Context: an optimization exercise on an open-source flow, tuned for small area, a short achievable clock period and few clock cycles. The choices shown serve that exercise and are no tape-out recipe.
No run shown here included a check of the RTL's function; only the layout flow was run.

===== flow/run.sh =====
#!/bin/bash
# synth_recipe.tcl (not shown) runs the flow's synth.tcl, then flattens the netlist and writes it again
# the make line also repeats each setting of config.mk as NAME=value (left out here)
make -C /OpenROAD-flow-scripts/flow DESIGN_CONFIG=/design/flow/config.mk WORK_HOME=/design/flow/orfs CLKGATE_MAP_FILE= SYNTH_SCRIPT=/design/flow/synth_recipe.tcl finish

===== flow/config.mk =====
export PLATFORM = sky130hd
export DESIGN_NAME = midi_tempo_tracker
export DESIGN_NICKNAME = midi_tempo_tracker
export VERILOG_FILES = /design/flow/design.v
export SDC_FILE = /design/flow/constraint.sdc
export NUM_CORES = 4
export LEC_CHECK = 0
export CAP_MARGIN = 20
export CORE_MARGIN = 2
export CORE_UTILIZATION = 40
export SLEW_MARGIN = 20

===== flow/constraint.sdc =====
create_clock -name core_clock -period 10.0 [get_ports {clk}]
set_input_delay 2.0000 -clock core_clock [delete_from_list [all_inputs] [get_ports {clk}]]
set_output_delay 2.0000 -clock core_clock [all_outputs]
set_load 0.01 [all_outputs]

===== flow/design.v =====
package mtt_pkg;
    localparam logic [1:0] KIND_OTHER = 2'd0;
    localparam logic [1:0] KIND_NOTE  = 2'd1;
    localparam logic [1:0] KIND_CC    = 2'd2;
    localparam logic [6:0] PEDAL_CONTROLLER = 7'd64;
    localparam logic [6:0] PEDAL_PRESSED    = 7'd127;
    localparam logic [1:0] USE_IGNORED = 2'd0;
    localparam logic [1:0] USE_FIRST   = 2'd1;
    localparam logic [1:0] USE_NOTE    = 2'd2;
    localparam logic [1:0] USE_PEDAL   = 2'd3;
    localparam logic [2:0] REG_MIN_GAP     = 3'd0;
    localparam logic [2:0] REG_LOWER       = 3'd1;
    localparam logic [2:0] REG_UPPER       = 3'd2;
    localparam logic [2:0] REG_NOTE_LIMIT  = 3'd3;
    localparam logic [2:0] REG_PEDAL_LIMIT = 3'd4;
    typedef struct packed {
        logic start;
        logic busy;
        logic done;
    } div_ctl_t;
endpackage
module mtt_div #(
    parameter int DB = 16,
    parameter int B  = 4
) (
    input  logic [DB-1:0] r_in,
    input  logic [B-1:0]  bits,
    input  logic [DB-1:0] divisor,
    output logic [B-1:0]  q,
    output logic [DB-1:0] r_out
);
    logic [DB-1:0] r [0:B];
    assign r[0] = r_in;
    for (genvar i = 0; i < B; i++)
    begin : g_step
        logic [DB:0] s, diff;
        logic        ge;
        assign s = {r[i], bits[B-1-i]};
        mtt_add #(.W(DB + 1)) u_sub (
            .a(s), .b(~{1'b0, divisor}), .ci(1'b1), .s(diff), .co(ge));
        assign q[B-1-i] = ge;
        assign r[i+1]   = ge ? diff[DB-1:0] : s[DB-1:0];
    end
    assign r_out = r[B];
endmodule
module mtt_add #(
    parameter int W = 8
) (
    input  logic [W-1:0] a,
    input  logic [W-1:0] b,
    input  logic         ci,
    output logic [W-1:0] s,
    output logic         co
);
    always_comb
    begin
        logic [W:0] g, p;
        g[0] = ci;
        p[0] = 1'b0;
        g[W:1] = a & b;
        p[W:1] = a ^ b;
        for (int d = 1; d <= W; d = d * 2)
            for (int i = 2 * d - 1; i <= W; i += 2 * d)
            begin
                g[i] = g[i] | (p[i] & g[i-d]);
                p[i] = p[i] & p[i-d];
            end
        for (int d = (1 << $clog2(W + 1)) / 2; d >= 1; d = d / 2)
            for (int i = 3 * d - 1; i <= W; i += 2 * d)
            begin
                g[i] = g[i] | (p[i] & g[i-d]);
                p[i] = p[i] & p[i-d];
            end
        s  = (a ^ b) ^ g[W-1:0];
        co = g[W];
    end
endmodule
module mtt_csa #(
    parameter int W = 8
) (
    input  logic [W-1:0] a,
    input  logic [W-1:0] b,
    input  logic [W-1:0] c,
    output logic [W-1:0] s,
    output logic [W-1:0] cy
);
    assign s  = a ^ b ^ c;
    assign cy = {(a[W-2:0] & b[W-2:0]) | (c[W-2:0] & (a[W-2:0] ^ b[W-2:0])), 1'b0};
endmodule
module midi_tempo_tracker #(
    parameter int TIME_BITS      = 24,
    parameter int COUNT_BITS     = 16,
    parameter int FOLD_MIN_COUNT = 8
) (
    input  logic                  clk,
    input  logic                  rst_n,
    input  logic                  in_valid,
    output logic                  in_stall,
    input  logic [1:0]            event_kind,
    input  logic [6:0]            controller,
    input  logic [6:0]            ctrl_value,
    input  logic [TIME_BITS-1:0]  delta_time,
    output logic                  out_valid,
    input  logic                  out_stall,
    output logic [TIME_BITS-1:0]  note_period,
    output logic [TIME_BITS-1:0]  pedal_period,
    output logic [COUNT_BITS-1:0] note_count,
    output logic [1:0]            event_use,
    input  logic                  cfg_valid,
    output logic                  cfg_ready,
    input  logic [2:0]            cfg_index,
    input  logic [23:0]           cfg_data
);
    localparam int TB = 24;
    localparam int CB = 16;
    localparam int SB = 40;
    localparam int PW = 36;                  
    localparam int NB = 3;                   
    localparam int NC = (SB + NB - 1) / NB;  
    localparam int QC = TB / NB;             
    localparam int XW = CB + NB;             
    localparam int KW = 27;                  
    localparam int OL = NB - 1;              
    localparam int OM = 2 * NB - 1;          
    localparam int JW = $clog2(NC + 1);      
    localparam logic [TB-1:0] TMAX = {TB{1'b1}};
    localparam logic [CB-1:0] CMAX = {CB{1'b1}};
    localparam logic [SB-1:0] SMAX = {SB{1'b1}};
    localparam logic [3:0] S_IDLE = 4'd0;
    localparam logic [3:0] S_D    = 4'd1;   
    localparam logic [3:0] S_P    = 4'd2;   
    localparam logic [3:0] S_S0   = 4'd3;   
    localparam logic [3:0] S_SK   = 4'd4;   
    localparam logic [3:0] S_SF   = 4'd5;   
    localparam logic [3:0] S_PP   = 4'd6;   
    localparam logic [3:0] S_F    = 4'd7;   
    localparam logic [3:0] S_M1   = 4'd8;   
    localparam logic [3:0] S_M2   = 4'd9;
    logic [3:0] st_reg;
    logic [TB-1:0] min_gap_reg;
    logic [11:0]   lo_reg, hi_reg;
    logic [7:0]    nlim_reg, plim_reg;
    logic          ib_valid_reg, ib_note_reg, ib_pedal_reg;
    logic [TB-1:0] ib_delta_reg;
    logic          fnote_reg, fpedal_reg;
    logic [TB-1:0] ngap_reg, pgap_reg;
    logic [SB-1:0] ntot_reg, ptot_reg;
    logic [CB-1:0] nent_reg, pent_reg;
    logic [TB-1:0] rec0_reg, rec1_reg, rec2_reg, half_reg;
    logic [TB-1:0] nmean_reg, pmean_reg;      
    logic [CB-1:0] nrem_reg, prem_reg;        
    logic          nbig_reg, pbig_reg;        
    logic [7:0]    nmiss_reg, pmiss_reg;
    logic [PW-1:0] nlo_reg, nhi_reg, plo_reg, phi_reg;   
    logic          kd_reg;        
    logic          fchk_reg;      
    logic          tadd_reg;      
    logic [TB-1:0] v_reg;         
    logic [XW-1:0] x_reg;         
    logic          xbad_reg;
    logic [KW-XW-1:0] xhi_reg;    
    logic [NB-1:0] xlo_reg;       
    logic signed [NB:0] m_reg;    
    logic [CB-1:0] cdiv_reg;      
    logic [JW-1:0] j_reg;
    logic          pfirst_reg;
    logic          dirty_n_reg, dirty_p_reg;
    logic          ov_reg;
    logic          owe_reg;       
    logic [1:0]    use_reg;
    logic          in_p;
    logic [PW-1:0] plnext, phnext;
    logic [TB-1:0] qadd;
    logic [PW-1:0] nlo_eff, nhi_eff, plo_eff, phi_eff;
    logic [TB-1:0] nmean_eff, pmean_eff;
    assign in_p      = (st_reg == S_P);
    assign nlo_eff   = (in_p && !kd_reg) ? plnext : nlo_reg;
    assign nhi_eff   = (in_p && !kd_reg) ? phnext : nhi_reg;
    assign plo_eff   = (in_p &&  kd_reg) ? plnext : plo_reg;
    assign phi_eff   = (in_p &&  kd_reg) ? phnext : phi_reg;
    assign nmean_eff = (in_p && !kd_reg) ? qadd : nmean_reg;
    assign pmean_eff = (in_p &&  kd_reg) ? qadd : pmean_reg;
    logic [TB:0]   nsum_w, psum_w, hsum_w;
    logic [TB-1:0] nsum, psum, hsum;
    mtt_add #(.W(TB)) u_nsum (.a(ngap_reg), .b(ib_delta_reg), .ci(1'b0),
                              .s(nsum_w[TB-1:0]), .co(nsum_w[TB]));
    mtt_add #(.W(TB)) u_psum (.a(pgap_reg), .b(ib_delta_reg), .ci(1'b0),
                              .s(psum_w[TB-1:0]), .co(psum_w[TB]));
    assign nsum   = fnote_reg ? ngap_reg : (nsum_w[TB] ? TMAX : nsum_w[TB-1:0]);
    assign psum   = fpedal_reg ? pgap_reg : (psum_w[TB] ? TMAX : psum_w[TB-1:0]);
    mtt_add #(.W(TB)) u_hsum (.a(half_reg), .b(nsum), .ci(1'b0),
                              .s(hsum_w[TB-1:0]), .co(hsum_w[TB]));
    assign hsum   = hsum_w[TB] ? TMAX : hsum_w[TB-1:0];
    logic [TB-1:0]   d;
    logic [PW-9:0]   wlo, whi;
    logic            whz;
    logic            w1, w2, nempty, pempty, empty, direct;
    assign d      = ib_note_reg ? nsum : psum;
    assign wlo    = ib_note_reg ? nlo_eff[PW-1:8] : plo_eff[PW-1:8];
    assign whi    = ib_note_reg ? nhi_eff[PW-1:8] : phi_eff[PW-1:8];
    assign whz    = ib_note_reg ? (nhi_eff[7:0] != '0) : (phi_eff[7:0] != '0);
    logic w1l, w1h, w2l, w2h, w1hn, w2hn;
    logic [PW-9:0] d1x, d2x;
    assign d1x = (PW-8)'(d);
    assign d2x = (PW-8)'({d, 1'b0});
    mtt_add #(.W(PW-8)) u_w1l (.a(d1x), .b(~wlo), .ci(1'b0), .s(), .co(w1l));
    mtt_add #(.W(PW-7)) u_w1h (.a({d1x, 1'b0}), .b(~{whi, whz}), .ci(1'b1), .s(), .co(w1hn));
    mtt_add #(.W(PW-8)) u_w2l (.a(d2x), .b(~wlo), .ci(1'b0), .s(), .co(w2l));
    mtt_add #(.W(PW-7)) u_w2h (.a({d2x, 1'b0}), .b(~{whi, whz}), .ci(1'b1), .s(), .co(w2hn));
    assign w1h    = !w1hn;
    assign w2h    = !w2hn;
    assign w1     = w1l && w1h;
    assign w2     = w2l && w2h;
    assign nempty = (nent_reg == '0);
    assign pempty = (pent_reg == '0);
    assign empty  = ib_note_reg ? nempty : pempty;
    assign direct = empty || w1;
    logic c_fn, c_fp, c_jn, c_jp;
    logic n_push, n_half, p_push;
    assign c_fn   = fnote_reg && ib_note_reg;
    assign c_fp   = !c_fn && fpedal_reg && ib_pedal_reg;
    logic gap_ok;
    mtt_add #(.W(TB)) u_mgap (.a(nsum), .b(~min_gap_reg), .ci(1'b0), .s(), .co(gap_ok));
    assign c_jn   = !c_fn && !c_fp && ib_note_reg && gap_ok;
    assign c_jp   = !c_fn && !c_fp && ib_pedal_reg;
    assign n_push = c_jn && (direct || (w2 && half_reg != '0));
    assign n_half = c_jn && !direct && w2 && (half_reg == '0);
    assign p_push = c_jp && direct;
    logic [TB-1:0] v;
    logic [CB-1:0] csel, csum;
    logic [KW-1:0] xfast;
    logic          fastok;
    assign v      = (ib_note_reg && !direct) ? hsum : d;
    assign csel   = ib_note_reg ? nent_reg : pent_reg;
    logic [CB-1:0] cinc;
    logic          cinc_co;
    mtt_add #(.W(CB)) u_cinc (.a(csel), .b('0), .ci(1'b1), .s(cinc), .co(cinc_co));
    assign csum   = cinc_co ? CMAX : cinc;
    logic [KW-1:0] xa, xr, xcnt, xq, xdv, xhh, xnv;
    logic [KW-1:0] xds, xdc, xd, xh1s, xh1c, xh2s, xh2c, xh;
    logic          xdbad, xhbad, xbad_w;
    assign xr   = KW'(ib_note_reg ? nrem_reg : prem_reg);
    assign xcnt = KW'(cinc) << OL;
    assign xq   = ~(KW'(ib_note_reg ? nmean_eff : pmean_eff));
    assign xdv  = KW'(d);
    assign xhh  = KW'(half_reg);
    assign xnv  = KW'(nsum);
    mtt_add #(.W(KW)) u_xa (.a(xr), .b(xcnt), .ci(1'b0), .s(xa), .co());
    mtt_csa #(.W(KW)) u_xdcsa (.a(xa), .b(xdv), .c(xq), .s(xds), .cy(xdc));
    mtt_add #(.W(KW)) u_xd (.a(xds), .b(xdc), .ci(1'b1), .s(xd), .co());
    mtt_csa #(.W(KW)) u_xh1 (.a(xa), .b(xhh), .c(xq), .s(xh1s), .cy(xh1c));
    mtt_csa #(.W(KW)) u_xh2 (.a(xh1s), .b(xh1c), .c(xnv), .s(xh2s), .cy(xh2c));
    mtt_add #(.W(KW)) u_xh (.a(xh2s), .b(xh2c), .ci(1'b1), .s(xh), .co());
    assign xdbad  = (xd[KW-1:XW] != '0);
    assign xhbad  = (xh[KW-1:XW] != '0) || hsum_w[TB];
    assign xfast  = (ib_note_reg && !direct) ? xh : xd;
    assign xbad_w = (ib_note_reg && !direct) ? xhbad : xdbad;
    assign fastok = !(ib_note_reg ? nbig_reg : pbig_reg) && (csel != '0) && (csel != CMAX);
    logic [7:0] miss_sel;
    logic [8:0] miss_inc;
    assign miss_sel = ib_note_reg ? nmiss_reg : pmiss_reg;
    assign miss_inc = {1'b0, miss_sel} + 9'd1;
    logic [SB-1:0] tk;
    logic [CB-1:0] ck;
    logic [TB-1:0] qk;
    logic          bk;
    logic [PW-1:0] plk, phk;
    assign tk  = kd_reg ? ptot_reg : ntot_reg;
    assign ck  = kd_reg ? pent_reg : nent_reg;
    assign qk  = kd_reg ? pmean_reg : nmean_reg;
    assign bk  = kd_reg ? pbig_reg : nbig_reg;
    assign plk = kd_reg ? plo_reg : nlo_reg;
    assign phk = kd_reg ? phi_reg : nhi_reg;
    logic          fold_sub;
    logic [SB:0]   ta_w;
    logic [SB-1:0] ta;
    assign fold_sub = (st_reg == S_F);
    logic [SB-1:0] tb_op;
    assign tb_op = fold_sub ? ~(SB'(rec0_reg)) : SB'(tadd_reg ? v_reg : '0);
    mtt_add #(.W(SB)) u_ta (
        .a(fold_sub ? ntot_reg : tk),
        .b(tb_op),
        .ci(fold_sub), .s(ta_w[SB-1:0]), .co(ta_w[SB]));
    assign ta   = fold_sub ? (ta_w[SB] ? ta_w[SB-1:0] : '0)
                           : (ta_w[SB] ? SMAX : ta_w[SB-1:0]);
    logic [NB-1:0] dq;
    logic [CB-1:0] dr;
    mtt_div #(.DB(CB), .B(NB)) u_div (
        .r_in(x_reg[XW-1:NB]), .bits(x_reg[NB-1:0]), .divisor(cdiv_reg),
        .q(dq), .r_out(dr));
    logic dbad;
    logic [KW-1:0] x1, x2, x2s, x2c, c32, c4n;
    assign x1  = {xhi_reg, x_reg};
    assign c32 = KW'(cdiv_reg) << OM;
    assign c4n = ~(KW'(cdiv_reg) << OL);
    mtt_csa #(.W(KW)) u_x2csa (.a(x1), .b(c32), .c(c4n), .s(x2s), .cy(x2c));
    mtt_add #(.W(KW)) u_x2 (.a(x2s), .b(x2c), .ci(1'b1), .s(x2), .co());
    logic xge;
    mtt_add #(.W(CB)) u_dbad (.a(x_reg[XW-1:NB]), .b(~cdiv_reg), .ci(1'b1), .s(), .co(xge));
    assign dbad = xbad_reg || xge;
    logic [SB+NB-1:0] tpad;
    logic [JW-1:0]    ttop;
    logic [NB-1:0]    tnib_next, tnib_top;
    assign tpad = {{NB{1'b0}}, ta};
    always_comb
    begin
        tnib_next = '0;
        ttop      = '0;
        for (int i = 0; i < NC; i++)
        begin
            if (JW'(i) + JW'(1) == j_reg)
                tnib_next = tpad[NB*i +: NB];
            if (tpad[NB*i +: NB] != '0)
                ttop = JW'(i);
        end
        tnib_top = '0;
        for (int i = 0; i < NC; i++)
            if (JW'(i) == ttop)
                tnib_top = tpad[NB*i +: NB];
    end
    logic [PW-1:0]         pbase_l, pbase_h;
    logic signed [NB+12:0] lprod, hprod;
    logic [NB-1:0]         qnib;
    always_comb
    begin
        qnib = '0;
        for (int i = 0; i < QC; i++)
            if (JW'(i) + JW'(1) == j_reg)
                qnib = qk[NB*i +: NB];
        if (st_reg == S_P || st_reg == S_M2)
        begin
            pbase_l = plk;
            pbase_h = phk;
        end
        else
        begin
            pbase_l = plk << NB;
            pbase_h = phk << NB;
        end
    end
    logic signed [12:0] lo_s, hi_s;
    assign lo_s   = {1'b0, lo_reg};
    assign hi_s   = {1'b0, hi_reg};
    assign lprod  = lo_s * m_reg;
    assign hprod  = hi_s * m_reg;
    logic [PW-1:0] ladd, hadd;
    assign ladd = (st_reg == S_M2) ? {{(PW-NB-13){lprod[NB+12]}}, lprod} << NB
                                   : {{(PW-NB-13){lprod[NB+12]}}, lprod};
    assign hadd = (st_reg == S_M2) ? {{(PW-NB-13){hprod[NB+12]}}, hprod} << NB
                                   : {{(PW-NB-13){hprod[NB+12]}}, hprod};
    mtt_add #(.W(PW)) u_pl (.a(pbase_l), .b(ladd), .ci(1'b0), .s(plnext), .co());
    mtt_add #(.W(PW)) u_ph (.a(pbase_h), .b(hadd), .ci(1'b0), .s(phnext), .co());
    logic fold;
    localparam int WW = PW + 2;
    logic [WW-1:0] mp32n, fls, flc, fl, fhs, fhc, fh, fbl, fbh, fal, fah;
    assign mp32n = ~(WW'(pmean_reg) << 5);
    assign fbl   = WW'(pbase_l);
    assign fbh   = WW'(pbase_h);
    assign fal   = {{(WW-PW){ladd[PW-1]}}, ladd};
    assign fah   = {{(WW-PW){hadd[PW-1]}}, hadd};
    mtt_csa #(.W(WW)) u_flc (.a(fbl), .b(fal), .c(mp32n), .s(fls), .cy(flc));
    mtt_add #(.W(WW)) u_fl (.a(fls), .b(flc), .ci(1'b1), .s(fl), .co());
    mtt_csa #(.W(WW)) u_fhc (.a(fbh), .b(fah), .c(mp32n), .s(fhs), .cy(fhc));
    mtt_add #(.W(WW)) u_fh (.a(fhs), .b(fhc), .ci(1'b0), .s(fh), .co());
    assign fold = !kd_reg && fchk_reg && (nent_reg > CB'(FOLD_MIN_COUNT)) &&
                  fl[WW-1] && !fh[WW-1];
    logic [TB:0] fsum_w;
    mtt_add #(.W(TB)) u_fsum (.a(nent_reg[0] ? rec2_reg : rec0_reg), .b(rec1_reg), .ci(1'b0),
                              .s(fsum_w[TB-1:0]), .co(fsum_w[TB]));
    logic [TB-1:0] qm;
    assign qm = (st_reg == S_M2) ? {{(TB-NB-1){m_reg[NB]}}, m_reg} << NB
                                 : {{(TB-NB-1){m_reg[NB]}}, m_reg};
    mtt_add #(.W(TB)) u_qadd (.a(qk), .b(qm), .ci(1'b0), .s(qadd), .co());
    logic consume, take;
    logic ov_now;
    assign ov_now    = ov_reg && !(in_p && fold);
    assign consume   = ((st_reg == S_IDLE) || (in_p && !fold)) &&
                       !dirty_n_reg && !dirty_p_reg && !(ov_now && out_stall);
    assign in_stall  = ib_valid_reg && !consume;
    assign take      = in_valid && !in_stall;
    assign cfg_ready = 1'b1;
    assign out_valid = ov_now;
    logic go;
    assign go = consume && ib_valid_reg;
    logic prod_done;    
    assign prod_done = (st_reg == S_P) || (st_reg == S_SF && !bk) ||
                       (st_reg == S_PP && !pfirst_reg && j_reg == '0);
    always_ff @(posedge clk)
    begin
        if (take)
        begin
            ib_note_reg  <= (event_kind == mtt_pkg::KIND_NOTE);
            ib_pedal_reg <= (event_kind == mtt_pkg::KIND_CC) &&
                            (controller == mtt_pkg::PEDAL_CONTROLLER) &&
                            (ctrl_value == mtt_pkg::PEDAL_PRESSED);
            ib_delta_reg <= delta_time;
        end
        if (go)
        begin
            v_reg    <= v;
            x_reg    <= xfast[XW-1:0];
            xhi_reg  <= xfast[KW-1:XW];
            xbad_reg <= xbad_w;
            cdiv_reg <= csum;
        end
        case (st_reg)
            S_IDLE:
                j_reg <= JW'(QC);
            S_D:
            begin
                m_reg    <= {~dq[NB-1], ~dq[NB-1], dq[NB-2:0]};
                x_reg    <= x2[XW+NB-1:NB];
                xlo_reg  <= x2[NB-1:0];
                xbad_reg <= (x2[KW-1:XW+NB] != '0);
            end
            S_M1:
            begin
                m_reg <= {~dq[NB-1], ~dq[NB-1], dq[NB-2:0]};
                x_reg <= {dr, xlo_reg};
            end
            S_M2:
                m_reg <= {1'b0, dq};
            S_S0:
            begin
                x_reg <= {{CB{1'b0}}, tnib_top};
                j_reg <= ttop;
                m_reg <= '0;
            end
            S_SK:
            begin
                x_reg <= {dr, tnib_next};
                j_reg <= j_reg - JW'(1);
                m_reg <= {1'b0, dq};
            end
            S_SF:
                j_reg <= JW'(QC);
            S_PP:
            begin
                j_reg <= j_reg - JW'(1);
                m_reg <= {1'b0, qnib};
            end
            S_F:
                cdiv_reg <= nent_reg >> 1;
            default: ;
        endcase
        case (st_reg)
            S_IDLE:
                if (!go && (dirty_n_reg || dirty_p_reg))
                begin
                    kd_reg     <= !dirty_n_reg;
                    fchk_reg   <= 1'b0;
                    pfirst_reg <= 1'b1;
                end
            S_D:
            begin
                tadd_reg <= 1'b0;
                if (!dbad)
                begin
                    if (kd_reg)
                        prem_reg <= dr;
                    else
                        nrem_reg <= dr;
                end
            end
            S_M2:
            begin
                if (kd_reg)
                begin
                    prem_reg <= dr;
                    plo_reg  <= plnext;
                    phi_reg  <= phnext;
                end
                else
                begin
                    nrem_reg <= dr;
                    nlo_reg  <= plnext;
                    nhi_reg  <= phnext;
                end
            end
            S_S0:
            begin
                tadd_reg <= 1'b0;
                if (kd_reg)
                begin
                    pbig_reg <= 1'b0;
                    plo_reg  <= '0;
                    phi_reg  <= '0;
                end
                else
                begin
                    nbig_reg <= 1'b0;
                    nlo_reg  <= '0;
                    nhi_reg  <= '0;
                end
            end
            S_SK:
            begin
                if (kd_reg)
                begin
                    pbig_reg <= pbig_reg || (pmean_reg[TB-1:TB-NB] != '0);
                    plo_reg  <= plnext;
                    phi_reg  <= phnext;
                end
                else
                begin
                    nbig_reg <= nbig_reg || (nmean_reg[TB-1:TB-NB] != '0);
                    nlo_reg  <= plnext;
                    nhi_reg  <= phnext;
                end
                if (j_reg == '0)
                begin
                    if (kd_reg)
                        prem_reg <= dr;
                    else
                        nrem_reg <= dr;
                end
            end
            S_F:
            begin
                rec0_reg <= fsum_w[TB] ? TMAX : fsum_w[TB-1:0];
                rec1_reg <= '0;
                rec2_reg <= '0;
                fchk_reg <= 1'b0;
            end
            S_M1: ;
            default:    
            begin
                if (kd_reg)
                begin
                    plo_reg <= (st_reg == S_PP && pfirst_reg) ? '0 : plnext;
                    phi_reg <= (st_reg == S_PP && pfirst_reg) ? '0 : phnext;
                end
                else
                begin
                    nlo_reg <= (st_reg == S_PP && pfirst_reg) ? '0 : plnext;
                    nhi_reg <= (st_reg == S_PP && pfirst_reg) ? '0 : phnext;
                end
                pfirst_reg <= (st_reg == S_SF) && bk;
            end
        endcase
        if (go)
        begin
            if (c_fn || c_fp)
                use_reg <= mtt_pkg::USE_FIRST;
            else if (c_jn)
                use_reg <= mtt_pkg::USE_NOTE;
            else if (c_jp)
                use_reg <= mtt_pkg::USE_PEDAL;
            else
                use_reg <= mtt_pkg::USE_IGNORED;
            if (n_push)
            begin
                rec2_reg <= rec1_reg;
                rec1_reg <= rec0_reg;
                rec0_reg <= v;
            end
            if (n_push || p_push)
            begin
                kd_reg   <= c_jp;
                fchk_reg <= c_jn && direct;
                tadd_reg <= 1'b1;
            end
        end
    end
    always_ff @(posedge clk or negedge rst_n)
    begin
        if (!rst_n)
        begin
            st_reg       <= S_IDLE;
            min_gap_reg  <= '0;
            lo_reg       <= 12'd205;
            hi_reg       <= 12'd307;
            nlim_reg     <= 8'd10;
            plim_reg     <= 8'd2;
            ib_valid_reg <= 1'b0;
            fnote_reg    <= 1'b1;
            fpedal_reg   <= 1'b1;
            ngap_reg     <= '0;
            pgap_reg     <= '0;
            ntot_reg     <= '0;
            ptot_reg     <= '0;
            nent_reg     <= '0;
            pent_reg     <= '0;
            half_reg     <= '0;
            nmean_reg    <= '0;
            pmean_reg    <= '0;
            nmiss_reg    <= '0;
            pmiss_reg    <= '0;
            dirty_n_reg  <= 1'b0;
            dirty_p_reg  <= 1'b0;
            ov_reg       <= 1'b0;
            owe_reg      <= 1'b0;
        end
        else
        begin
            if (ov_now && !out_stall)
                ov_reg <= 1'b0;
            if (take)
                ib_valid_reg <= 1'b1;
            else if (go)
                ib_valid_reg <= 1'b0;
            case (st_reg)
                S_IDLE:
                begin
                    if (go)
                        ;
                    else if (dirty_n_reg)
                    begin
                        dirty_n_reg <= 1'b0;
                        st_reg      <= S_PP;
                    end
                    else if (dirty_p_reg)
                    begin
                        dirty_p_reg <= 1'b0;
                        st_reg      <= S_PP;
                    end
                end
                S_D:
                begin
                    if (kd_reg)
                        ptot_reg <= ta;
                    else
                        ntot_reg <= ta;
                    if (dbad)
                        st_reg <= S_M1;
                    else
                    begin
                        ov_reg <= 1'b1;
                        st_reg <= S_P;
                    end
                end
                S_M1:
                    st_reg <= dbad ? S_S0 : S_M2;
                S_M2:
                begin
                    if (kd_reg)
                        pmean_reg <= qadd;
                    else
                        nmean_reg <= qadd;
                    ov_reg <= 1'b1;
                    st_reg <= S_P;
                end
                S_S0:
                begin
                    if (kd_reg)
                    begin
                        ptot_reg  <= ta;
                        pmean_reg <= '0;
                    end
                    else
                    begin
                        ntot_reg  <= ta;
                        nmean_reg <= '0;
                    end
                    st_reg   <= S_SK;
                end
                S_SK:
                begin
                    if (kd_reg)
                        pmean_reg <= {pmean_reg[TB-NB-1:0], dq};
                    else
                        nmean_reg <= {nmean_reg[TB-NB-1:0], dq};
                    if (j_reg == '0)
                        st_reg <= S_SF;
                end
                S_F:
                begin
                    if (nent_reg[0])
                        ntot_reg <= ta;
                    nent_reg <= nent_reg >> 1;
                    st_reg   <= S_S0;
                end
                default:    
                begin
                    if (st_reg == S_P)
                    begin
                        if (kd_reg)
                            pmean_reg <= qadd;
                        else
                            nmean_reg <= qadd;
                    end
                    if (st_reg == S_SF && bk)
                        st_reg <= S_PP;
                    else if (prod_done)
                    begin
                        if (fold)
                        begin
                            ov_reg <= 1'b0;
                            st_reg <= S_F;
                        end
                        else
                        begin
                            st_reg  <= S_IDLE;
                            if (st_reg != S_P)
                                ov_reg <= owe_reg;
                            owe_reg <= 1'b0;
                        end
                    end
                end
            endcase
            if (go)
            begin
                ov_reg <= 1'b1;
                if (c_fn)
                    fnote_reg <= 1'b0;
                else if (c_fp)
                    fpedal_reg <= 1'b0;
                else
                begin
                    ngap_reg <= nsum;
                    pgap_reg <= psum;
                    if (c_jn)
                    begin
                        ngap_reg <= '0;
                        if (n_push)
                        begin
                            nent_reg  <= csum;
                            nmiss_reg <= '0;
                            if (!direct)
                                half_reg <= '0;
                        end
                        else if (n_half)
                            half_reg <= nsum;
                        else if (miss_inc > {1'b0, nlim_reg})
                        begin
                            nent_reg  <= '0;
                            ntot_reg  <= '0;
                            nmean_reg <= '0;
                            nmiss_reg <= '0;
                        end
                        else
                            nmiss_reg <= miss_inc[7:0];
                    end
                    else if (c_jp)
                    begin
                        pgap_reg <= '0;
                        if (p_push)
                        begin
                            pent_reg  <= csum;
                            pmiss_reg <= '0;
                        end
                        else if (miss_inc > {1'b0, plim_reg})
                        begin
                            pent_reg  <= '0;
                            ptot_reg  <= '0;
                            pmean_reg <= '0;
                            pmiss_reg <= '0;
                        end
                        else
                            pmiss_reg <= miss_inc[7:0];
                    end
                end
                if (n_push || p_push)
                begin
                    ov_reg   <= 1'b0;
                    owe_reg  <= 1'b1;
                    st_reg   <= fastok ? S_D : S_S0;
                end
            end
            if (cfg_valid)
            begin
                case (cfg_index)
                    mtt_pkg::REG_MIN_GAP:     min_gap_reg <= TB'(cfg_data);
                    mtt_pkg::REG_LOWER:       lo_reg      <= cfg_data[11:0];
                    mtt_pkg::REG_UPPER:       hi_reg      <= cfg_data[11:0];
                    mtt_pkg::REG_NOTE_LIMIT:  nlim_reg    <= cfg_data[7:0];
                    mtt_pkg::REG_PEDAL_LIMIT: plim_reg    <= cfg_data[7:0];
                    default: ;
                endcase
                if (cfg_index == mtt_pkg::REG_LOWER || cfg_index == mtt_pkg::REG_UPPER)
                begin
                    dirty_n_reg <= 1'b1;
                    dirty_p_reg <= 1'b1;
                    st_reg      <= S_IDLE;
                end
            end
        end
    end
    assign note_period  = nmean_eff;
    assign pedal_period = pmean_eff;
    assign note_count   = nent_reg;
    assign event_use    = use_reg;
endmodule

==> results of run 1 <==
-- timing repair --
item,4_1_cts,5_1_grt
setup buffers,58,30
gates resized for setup,133,438
pin swaps,86,186
setup endpoints to repair,335,339
gates cloned,5,20
-- final timing paths --
| path | depth (start not counted) | slack, ns | endpoint | start |
|---|---|---|---|---|
| max in group asynchronous | 2 | 7.24 | pgap_reg[10] | rst_n |
| max reg2reg | 51 | -0.11 | ntot_reg[23] | m_reg[3] |
| max | 51 | -0.11 | ntot_reg[23] | m_reg[3] |
| min reg2reg | 2 | 0.45 | rec2_reg[16] | rec2_reg[16] |
| min | 2 | 0.45 | rec2_reg[16] | rec2_reg[16] |
| min in group asynchronous | 1 | 1.28 | lo_reg[10] | rst_n |
-- cell usage after synthesis, types with 35 or more instances --
| library cell | count | area (um2) |
|---|---|---|
| ha_1 | 683 | 8546 |
| nand2_1 | 679 | 2549 |
| inv_1 | 665 | 2496 |
| nor2_1 | 566 | 2125 |
| o21ai_0 | 514 | 2572 |
| a21oi_1 | 447 | 2237 |
| fa_1 | 337 | 6746 |
| dfrtp_1 | 308 | 7707 |
| edfxtp_1 | 285 | 8558 |
| clkbuf_1 | 209 | 784.5 |
| mux2_2 | 150 | 1689 |
| a21o_1 | 129 | 968.4 |
| xnor2_1 | 121 | 1060 |
| nand3_1 | 115 | 575.6 |
| mux2i_1 | 105 | 1051 |
| nor3_1 | 104 | 520.5 |
| xor2_1 | 100 | 875.8 |
| and2_1 | 88 | 550.5 |
| dfxtp_1 | 76 | 1521 |
| nor2b_1 | 68 | 425.4 |
| mux4_2 | 66 | 1486 |
| o31ai_1 | 63 | 473.0 |
| o21a_1 | 62 | 465.5 |
| a211oi_1 | 60 | 450.4 |
| buf_1 | 54 | 202.7 |
| buf_2 | 53 | 265.3 |
| nand4_1 | 52 | 325.3 |
| o22ai_1 | 49 | 306.5 |
| nand2b_1 | 45 | 281.5 |
| o21bai_1 | 44 | 330.3 |
| nor4_1 | 41 | 256.5 |
| or2_2 | 41 | 256.5 |
| a22oi_1 | 40 | 300.3 |
| or3_1 | 39 | 244.0 |
| o211ai_1 | 35 | 262.8 |
-- per-stage QoR --
stage	setup TNS [ns]	hold WS (ns)
finish	-5.159	0.4500
global route	-120.86	0.4674
CTS	-0.08571	0.4582
detailed placement	-143.04	0.4498
global placement	-109.10	0.4359
floorplan	0	0.4250
-- per-layer routing --
metal	part of all wire (%)	global-route usage, %	vias to the layer above
li1	-	-	25750
met4	5.5	14.27	6
met1	42	41.07	28950
met5	0.016	0	-
met3	9.1	6.188	547
met2	43	45.79	2622
-- cell type report --
| class | count | area, um2 | share of cell area [%] |
|---|---|---|---|
| multi-input cells | 5293 | 43970 | 56.85 |
| clock inverters | 55 | 778.2 | 1.006 |
| repair buffers | 729 | 6854 | 8.863 |
| diodes | 5 | 12.51 | 0.01618 |
| clock buffers | 107 | 2426 | 3.137 |
| inverters | 669 | 2522 | 3.262 |
| flip-flops and latches | 684 | 18180 | 23.51 |
| well taps | 2072 | 2592 | 3.352 |
-- worst register-to-register path, delay by kind of cell (launching register included) --
family,cells,cell delay [ns]
compound gates,18,3.07
fa+ha+maj,8,3.01
simple gates,13,1.84
buf+inv,11,1.34
flops,1,0.40
mux,1,0.28
-- logic make-up after synthesis --
group	after synthesis	synth area share, %
and+or+nand+nor	1916	13.67
other	1	0.005879
AOI/OAI and AO/OA	1793	17.85
adders and majority gates	1020	23.97
muxes	341	6.979
xor gates and xnor gates	221	3.034
buffers and inverters	992	5.982
DFF	684	28.50
==> results.yml, run 1 <==
clock_network:
  cts_tree: "done"
  htree_levels: 3
  clockRootBuffer: "clkbuf_16"
  cts.path.max_buffers: 3
  clock_sinks: 684
  cts-buffers-inserted: 86
  clkTransAtPathRegs_ns: 0.06
  clkLatencyLatePin_ns: 0.76
  cts_hold_buf: 0
route:
  drt-pass1-iter-count: 7
  wl_per_cell_um: 26.14
  drt_wl_total_um: 251300
  drt-vias-per-instance: 6.020
  vias: 57870
  final_antenna_net_count: 0
  first_iter_violations: 6089
  drc_errors: 0
sta:
  final.setup_skew_ns: 0.06455
  period_share_pct: 101.1
  fin_ws_ns: -0.1068
  fin_crit_ns: 10.11
  worst_pin_slew_ns: 1.282
  hold_violations: 0
  setup_viol: 99
  max_freq_mhz: 98.94
  slew_viol_final: 0
  rsz0062_at_grt: "yes"
  timing.slew.headroom_pct: 13.76
placement:
  placedCellCount: 9341
  placed_area_um2: 70730
  place.gp.congestion: 0.9917
  hpwl_um: 192900
  port_buffers: 139
  place_ws_ns: -0.5773
grt:
  antenna_found_initial: 15
  grt_pass1_vias: 56350
  grt_overflow_total: 0
  grt_first_pass_wirelength_um: 368200
  grt_start_max_net_pins: 97
  track_usage_pct: 30.15
floorplan:
  initial_core_util_pct: 40.28
  die_x_um: 403.3
  boundaryPins: 141
  fp.dieH_um: 403.3
  coreArea_um2: 158400
  rows: 146
  die-area_um2: 162700
worst_setup_path:
  slowest_stage: "fa_1"
  cp.arrival_ns: 10.69
  endpoint_kind: "flop"
  critPathMaxStageDelay_ns: 0.57
  cp.required_ns: 10.58
  path_delay_family: "compound AO/OA/AOI/OAI gates"
  startpoint_type: "flop"
  path_buf_inv: 11
  path_class: "flop to flop"
  crit_top_cell: "buf_4"
  crit_fanout: 6
logic_synthesis:
  synth_nets: 8060
  synth_cells: 6968
  syn_area_um2: 63790
  ys_seq_elements: 684
  synth_edf_count: 285
  yosysWarnings: 12
  synth-seq-area-share_pct: 28.50
  synth_flop_cell: "dfrtp_1"
  syn_area_per_cell_um2: 9.155
  ys_types: 93
  async_flop_share_pct: 47.22
layout:
  final_util_pct: 48.83
  fillers: 14790
  drive_gt1_share_pct: 18.56
  final_cell_mix: "660 x ha_1, 651 x inv_1, 623 x nand2_1"
  stdcell_count: 9614
  area.growth.synth_to_final_pct: 21.23
  final_area_um2: 77340
  nets: 8555
  final_common_cell: "ha_1"
status:
  status: "failed layout checks"
  violations: "negative setup slack"
flow_run:
  cap_violations: 0
worst_hold_path:
  hp-class: "flop to flop"
==> run 2, diff against run 1 <==
--- a/flow/config.mk
+++ b/flow/config.mk
@@ -9,3 +9,4 @@
 export CORE_MARGIN = 2
 export CORE_UTILIZATION = 40
+export SETUP_SLACK_MARGIN = 0.2
 export SLEW_MARGIN = 20
==> results.yml, run 2 <==
logic_synthesis:
  syn_area_per_cell_um2: 9.155
  synth_top_area_share_pct: 13.42
  async_flop_share_pct: 47.22
  synth_flop_cell: "dfrtp_1"
  synth_area_leaders: "edfxtp_1 13%, ha_1 13%, dfrtp_1 12%"
  synth-seq-area-share_pct: 28.50
  synth_cells: 6968
  ys_seq_elements: 684
  synth_edf_count: 285
  synth_largest_area_cell: "edfxtp_1"
  synth_nets: 8060
  synth_common_cells: "683 x ha_1, 679 x nand2_1, 665 x inv_1, 566 x nor2_1, 514 x o21ai_0"
  synth.most_common_cell: "ha_1"
  ys_types: 93
  syn_area_um2: 63790
  yosysWarnings: 12
layout:
  multi_input_area_um2: 43230
  drive_gt1_share_pct: 15.69
  seq_area_um2: 18180
  area.growth.synth_to_final_pct: 18.77
  final_cell_mix: "669 x nand2_1, 657 x ha_1, 652 x inv_1"
  final_common_cell: "nand2_1"
  nets: 8475
  fillers: 14830
  stdcell_count: 9534
  final_area_um2: 75760
grt:
  grt_first_pass_wirelength_um: 353400
  antenna_found_initial: 11
  grt_start_max_net_pins: 138
  track_usage_pct: 28.68
  grt_overflow_total: 0
  grt_pass1_vias: 55680
clock_network:
  cts_hold_buf: 0
  clockRootBuffer: "clkbuf_16"
  cts_tree: "done"
  clock_sinks: 684
  cts.path.max_buffers: 3
  htree_levels: 3
  clkLatencyLatePin_ns: 0.74
  clkTransAtPathRegs_ns: 0.06
  cts-buffers-inserted: 88
floorplan:
  rows: 146
  coreArea_um2: 158400
  die_x_um: 403.3
  fp.dieH_um: 403.3
  initial_core_util_pct: 40.28
  die-area_um2: 162700
  boundaryPins: 141
worst_setup_path:
  cp.required_ns: 10.62
  path_class: "flop to flop"
  endpoint_kind: "flop"
  crit_fanout: 11
  startpoint_type: "flop"
  critPathMaxStageDelay_ns: 0.48
  crit_top_cell: "buf_6"
  slowest_stage: "edfxtp_1"
  cp.arrival_ns: 10.68
route:
  drc_errors: 0
  wl_met2_um: 106300
  dr.max_layer_used: "met5"
  met3_length_um: 18740
  wl_per_cell_um: 24.96
  final_antenna_net_count: 0
  drt_wl_total_um: 238000
  drt-pass1-iter-count: 6
  first_iter_violations: 5264
  vias: 56160
  drt-vias-per-instance: 5.890
  wirelength_met1_um: 98520
sta:
  timing.slew.headroom_pct: 15.68
  max_freq_mhz: 99.37
  period_share_pct: 100.6
  fin_crit_ns: 10.06
  worst_pin_slew_ns: 1.248
  timing.hold.ws_ns: 0.4473
  fin_ws_ns: -0.06380
  hold_violations: 0
  setup_viol: 70
  slew_viol_final: 0
  rsz0062_at_grt: "yes"
  final.setup_skew_ns: 0.04785
placement:
  port_buffers: 139
  place_ws_ns: -0.4148
  placedCellCount: 9268
  place.gp.congestion: 0.9968
  hpwl_um: 183500
  placed_area_um2: 70190
status:
  violations: "negative setup slack"
  status: "failed layout checks"
flow_run:
  cap_violations: 0
worst_hold_path:
  hp-class: "flop to flop"
==> run 2: changes by cell type in the layout (fill, tap and decap cells not counted), moves of 17 or more <==
cell / before / now
nor2_4: 28 / 7
a21oi_2: 41 / 24
nand2_2: 35 / 8
buf_4: 497 / 411
o21ai_1: 56 / 36
nand2_4: 21 / 1
nand2_1: 623 / 669
nor2_1: 524 / 554
o21ai_0: 435 / 472
==> run 2: cell families (layout without fill, tap and decap cells) <==
logic type | after synthesis | in the layout | share of synthesized area, %
fa+ha+maj | 1020 | 1020 | 23.97
xor+xnor | 221 | 221 | 3.034
simple gates | 1916 | 1916 | 13.67
other cells | 1 | 6 | 0.005879
compound gates | 1793 | 1793 | 17.85
buf+inv | 992 | 1481 | 5.982
mux | 341 | 341 | 6.979
flops | 684 | 684 | 28.50
==> run 2: worst paths after layout <==
check	start	to	slack (ns)	cells past startpoint
hold / removal	rec2_reg[19]	rec2_reg[19]	0.45	2
setup / recovery	m_reg[1]	rec0_reg[0]	-0.06	53
hold reg to reg	rec2_reg[19]	rec2_reg[19]	0.45	2
min in group asynchronous	rst_n	nent_reg[10]	1.28	1
max in group asynchronous	rst_n	hi_reg[7]	6.68	3
setup reg to reg	m_reg[1]	rec0_reg[0]	-0.06	53
==> run 2: per-layer routing <==
layer	global-route usage, %	up-vias
li1	-	25600
met1	37.82	27750
met2	45.39	2264
met3	5.021	538
met4	14.27	4
met5	0	-
==> run 2: area by class of cell <==
cell class                      count  area share [%]
Timing Repair Buffer              648           8.195
Multi-Input combinational cell   5292           57.06
Inverter                          669           3.326
Clock buffer                      117           3.169
Tap cell                         2072           3.422
Sequential cell                   684           24.00
Clock inverter                     47          0.8142
Antenna cell                        5         0.01651
==> run 2: per-stage QoR <==
| stage | utilization (%) | setup TNS (ns) |
|---|---|---|
| floorplan | - | 0 |
| global placement | 44.31 | -55.32 |
| detailed placement | 44.32 | -80.03 |
| CTS | 46.90 | -0.1739 |
| global route | 47.83 | -127.87 |
| finish | 47.84 | -1.506 |
==> run 2: worst max-delay path, delay by kind of cell, from the launching register on <==
| family | cells | cell delay (ns) |
|---|---|---|
| AOI/OAI and AO/OA | 17 | 3.00 |
| DFF | 1 | 0.48 |
| buffers and inverters | 12 | 1.45 |
| and+or+nand+nor | 14 | 2.02 |
| muxes | 2 | 0.45 |
| adders and majority gates | 8 | 2.55 |
==> run 2: what timing repair did <==
item / in CTS / in global routing
endpoints found under the setup margin: 335 / 335
setup buffers: 48 / 27
pin swaps: 74 / 118
resized for setup: 155 / 187
gates cloned: 3 / 19
==> run 3, diff against run 2 <==
--- a/flow/design.v
+++ b/flow/design.v
@@ -172,11 +172,6 @@
     logic [PW-1:0] plnext, phnext;
     logic [TB-1:0] qadd;
-    logic [PW-1:0] nlo_eff, nhi_eff, plo_eff, phi_eff;
     logic [TB-1:0] nmean_eff, pmean_eff;
     assign in_p      = (st_reg == S_P);
-    assign nlo_eff   = (in_p && !kd_reg) ? plnext : nlo_reg;
-    assign nhi_eff   = (in_p && !kd_reg) ? phnext : nhi_reg;
-    assign plo_eff   = (in_p &&  kd_reg) ? plnext : plo_reg;
-    assign phi_eff   = (in_p &&  kd_reg) ? phnext : phi_reg;
     assign nmean_eff = (in_p && !kd_reg) ? qadd : nmean_reg;
     assign pmean_eff = (in_p &&  kd_reg) ? qadd : pmean_reg;
@@ -197,7 +192,7 @@
     logic            w1, w2, nempty, pempty, empty, direct;
     assign d      = ib_note_reg ? nsum : psum;
-    assign wlo    = ib_note_reg ? nlo_eff[PW-1:8] : plo_eff[PW-1:8];
-    assign whi    = ib_note_reg ? nhi_eff[PW-1:8] : phi_eff[PW-1:8];
-    assign whz    = ib_note_reg ? (nhi_eff[7:0] != '0) : (phi_eff[7:0] != '0);
+    assign wlo    = ib_note_reg ? nlo_reg[PW-1:8] : plo_reg[PW-1:8];
+    assign whi    = ib_note_reg ? nhi_reg[PW-1:8] : phi_reg[PW-1:8];
+    assign whz    = ib_note_reg ? (nhi_reg[7:0] != '0) : (phi_reg[7:0] != '0);
     logic w1l, w1h, w2l, w2h, w1hn, w2hn;
     logic [PW-9:0] d1x, d2x;
@@ -242,5 +237,5 @@
     assign xr   = KW'(ib_note_reg ? nrem_reg : prem_reg);
     assign xcnt = KW'(cinc) << OL;
-    assign xq   = ~(KW'(ib_note_reg ? nmean_eff : pmean_eff));
+    assign xq   = ~(KW'(ib_note_reg ? nmean_reg : pmean_reg));
     assign xdv  = KW'(d);
     assign xhh  = KW'(half_reg);
@@ -375,5 +370,7 @@
     logic ov_now;
     assign ov_now    = ov_reg && !(in_p && fold);
-    assign consume   = ((st_reg == S_IDLE) || (in_p && !fold)) &&
+    logic same_kind;
+    assign same_kind = kd_reg ? ib_pedal_reg : ib_note_reg;
+    assign consume   = ((st_reg == S_IDLE) || (in_p && !fold && !same_kind)) &&
                        !dirty_n_reg && !dirty_p_reg && !(ov_now && out_stall);
     assign in_stall  = ib_valid_reg && !consume;
--- a/flow/config.mk
+++ b/flow/config.mk
@@ -9,4 +9,3 @@
 export CORE_MARGIN = 2
 export CORE_UTILIZATION = 40
-export SETUP_SLACK_MARGIN = 0.2
 export SLEW_MARGIN = 20
==> results.yml, run 3 <==
status:
  status: "failed layout checks"
  violations: "negative setup slack"
grt:
  track_usage_pct: 26.77
  grt_start_max_net_pins: 101
  grt_first_pass_wirelength_um: 323600
  antenna_found_initial: 10
  grt_overflow_total: 0
  grt_pass1_vias: 51220
sta:
  slew_viol_final: 0
  worst_pin_slew_ns: 1.154
  fin_ws_ns: -0.1770
  final.setup_skew_ns: 0.04553
  hold_violations: 0
  setup_viol: 2
  fin_crit_ns: 10.18
  timing.slew.headroom_pct: 22.81
  max_freq_mhz: 98.26
  rsz0062_at_grt: "yes"
  period_share_pct: 101.8
route:
  drt-vias-per-instance: 5.827
  drt_wl_total_um: 215700
  wl_per_cell_um: 23.84
  vias: 52730
  first_iter_violations: 4811
  drc_errors: 0
  drt-pass1-iter-count: 6
  final_antenna_net_count: 0
placement:
  port_buffers: 139
  placedCellCount: 8871
  place.gp.congestion: 0.9793
  hpwl_um: 169300
worst_setup_path:
  startpoint_type: "flop"
  cp.required_ns: 8.00
  critPathMaxStageDelay_ns: 0.61
  cp.arrival_ns: 8.18
  crit_top_cell: "fa_1"
  slowest_stage: "fa_1"
  path_class: "flop to output port"
  endpoint_kind: "output port"
  crit_fanout: 4
  r2r_slack_ns: 0.52
logic_synthesis:
  yosysWarnings: 12
  syn_area_per_cell_um2: 9.268
  syn_area_um2: 62680
  synth_largest_area_cell: "edfxtp_1"
  synth_flop_cell: "dfrtp_1"
  synth_top_area_share_pct: 13.65
  synth_area_leaders: "edfxtp_1 14%, ha_1 14%, dfrtp_1 12%"
  synth-seq-area-share_pct: 29.01
  synth_nets: 7855
  ys_types: 100
  synth_common_cells: "685 x nand2_1, 683 x ha_1, 640 x inv_1, 527 x nor2_1, 452 x a21oi_1"
  synth_edf_count: 285
  ys_seq_elements: 684
  synth.most_common_cell: "nand2_1"
  async_flop_share_pct: 47.22
  synth_cells: 6763
layout:
  drive_gt1_share_pct: 9.815
  fillers: 14900
  area.growth.synth_to_final_pct: 12.52
  multi_input_area_um2: 41230
  seq_area_um2: 18180
  nets: 8006
  final_cell_mix: "683 x nand2_1, 680 x ha_1, 635 x inv_1"
  final_common_cell: "nand2_1"
  stdcell_count: 9050
clock_network:
  clkTransAtPathRegs_ns: 0.05
  cts_tree: "done"
  clockRootBuffer: "clkbuf_16"
  htree_levels: 3
  clkLatencyLatePin_ns: 0.73
  clock_sinks: 684
  cts.path.max_buffers: 3
  cts-buffers-inserted: 87
floorplan:
  initial_core_util_pct: 40.22
  coreArea_um2: 155800
  fp.dieH_um: 399.9
  boundaryPins: 141
  die_x_um: 399.9
  rows: 145
  die-area_um2: 159900
worst_hold_path:
  hp-class: "flop to flop"
flow_run:
  cap_violations: 0
run 3: cell count changes after synthesis, moves of 21 or more:
cell	delta
a22oi_1	-21
o221ai_1	-21
o21ai_0	-93
mux2i_1	+34
a21o_1	+57
nor2_1	-39
xnor2_1	+25
xor2_1	-24
or2_2	-24
o311ai_0	-25
inv_1	-25
run 3: area by class of cell:
type                    count  area share [%]
clock inverters            43          0.7007
flip-flops and latches    684           25.78
diodes                      3         0.01064
multi-input cells        5130           58.46
repair buffers            366           4.538
clock buffers             121           3.411
inverters                 645           3.447
well taps                2058           3.651
run 3: final timing paths:
path,cells past startpoint,startpoint,to
setup reg to reg,35,ib_delta_reg[1],v_reg[7]
max in group asynchronous,3,rst_n,ptot_reg[34]
hold / removal,2,rec2_reg[4],rec2_reg[4]
min in group asynchronous,1,rst_n,pent_reg[6]
hold reg to reg,2,rec2_reg[4],rec2_reg[4]
setup / recovery,32,hi_reg[1],in_stall
run 3: critical path: cells and delay by family, from the launching register on:
family	cells	cell delay, ns
fa+ha+maj	7	2.82
simple gates	3	0.26
compound gates	15	2.95
xor+xnor	1	0.21
flops	1	0.54
buf+inv	6	0.68
run 3: repair_timing:
action / in CTS / in global routing
pin swaps: 22 / 24
gates resized for setup: 19 / 23
setup buffers: 8 / 4
endpoints found under the setup margin: 2 / 5
hold buffers: 0 / 0
hold endpoints to repair: 0 / 0
run 3: logic make-up (layout without fill, tap and decap cells):
group	count (synthesis)	after routing	share of synthesized area, %
mux	352	352	7.238
fa+ha+maj	1020	1020	24.40
other cells	1	4	0.005983
simple gates	1850	1850	13.41
flops	684	684	29.01
xor+xnor	222	222	3.102
compound gates	1685	1685	17.05
buf+inv	949	1175	5.795
run 3: stage by stage:
step | setup TNS, ns | setup WS [ns] | hold WS [ns] | instance area (um2) | util [%]
2_1_floorplan | -0.7712 | -0.5080 | 0.4250 | 62730 | -
3_3_place_gp | -0.01392 | -0.01392 | 0.4405 | 67330 | 43.21
3_5_place_dp | -0.03314 | -0.03314 | 0.4480 | 67340 | 43.21
4_1_cts | -1.125 | -0.5649 | 0.4571 | 70330 | 45.13
5_1_grt | -0.9407 | -0.4760 | 0.4754 | 70520 | 45.25
6_report | -0.3401 | -0.1770 | 0.4542 | 70530 | 45.26
run 3: per-layer routing:
layer	global-route usage (%)	vias up	wire, um
li1	-	24260	-
met1	37.49	26280	94850
met2	42.10	1860	97300
met3	4.181	330	15530
met4	9.029	6	7994
met5	0	-	34

==> re-timing with driven ports <==
How much do the figures lean on ideal ports? The routed layouts below were timed once more, with nothing changed but the port constraints.
Step 1 assumes that a clkbuf_16 drives the clock port and a buf_2 every other input.
Step 2 also shifts input and output timing later by t, the mid clock arrival at the registers, as if the neighbouring blocks saw the same clock.
Three values: ideal, step 1, step 2; two values: the first two.
run | t, ns | setup WS [ns] | slew at the worst register clock pin (ns) | worst slew at a driven data input, ns | pins driven straight from the clock port
run 1 | 0.806 | -0.107 / -0.116 / -0.107 | 0.07 / 0.07 | 0.08 | 1
run 2 | 0.799 | -0.064 / -0.142 / -0.064 | 0.07 / 0.07 | 0.06 | 1
run 3 | 0.798 | -0.177 / -0.265 / 0.524 | 0.07 / 0.07 | 0.07 | 1
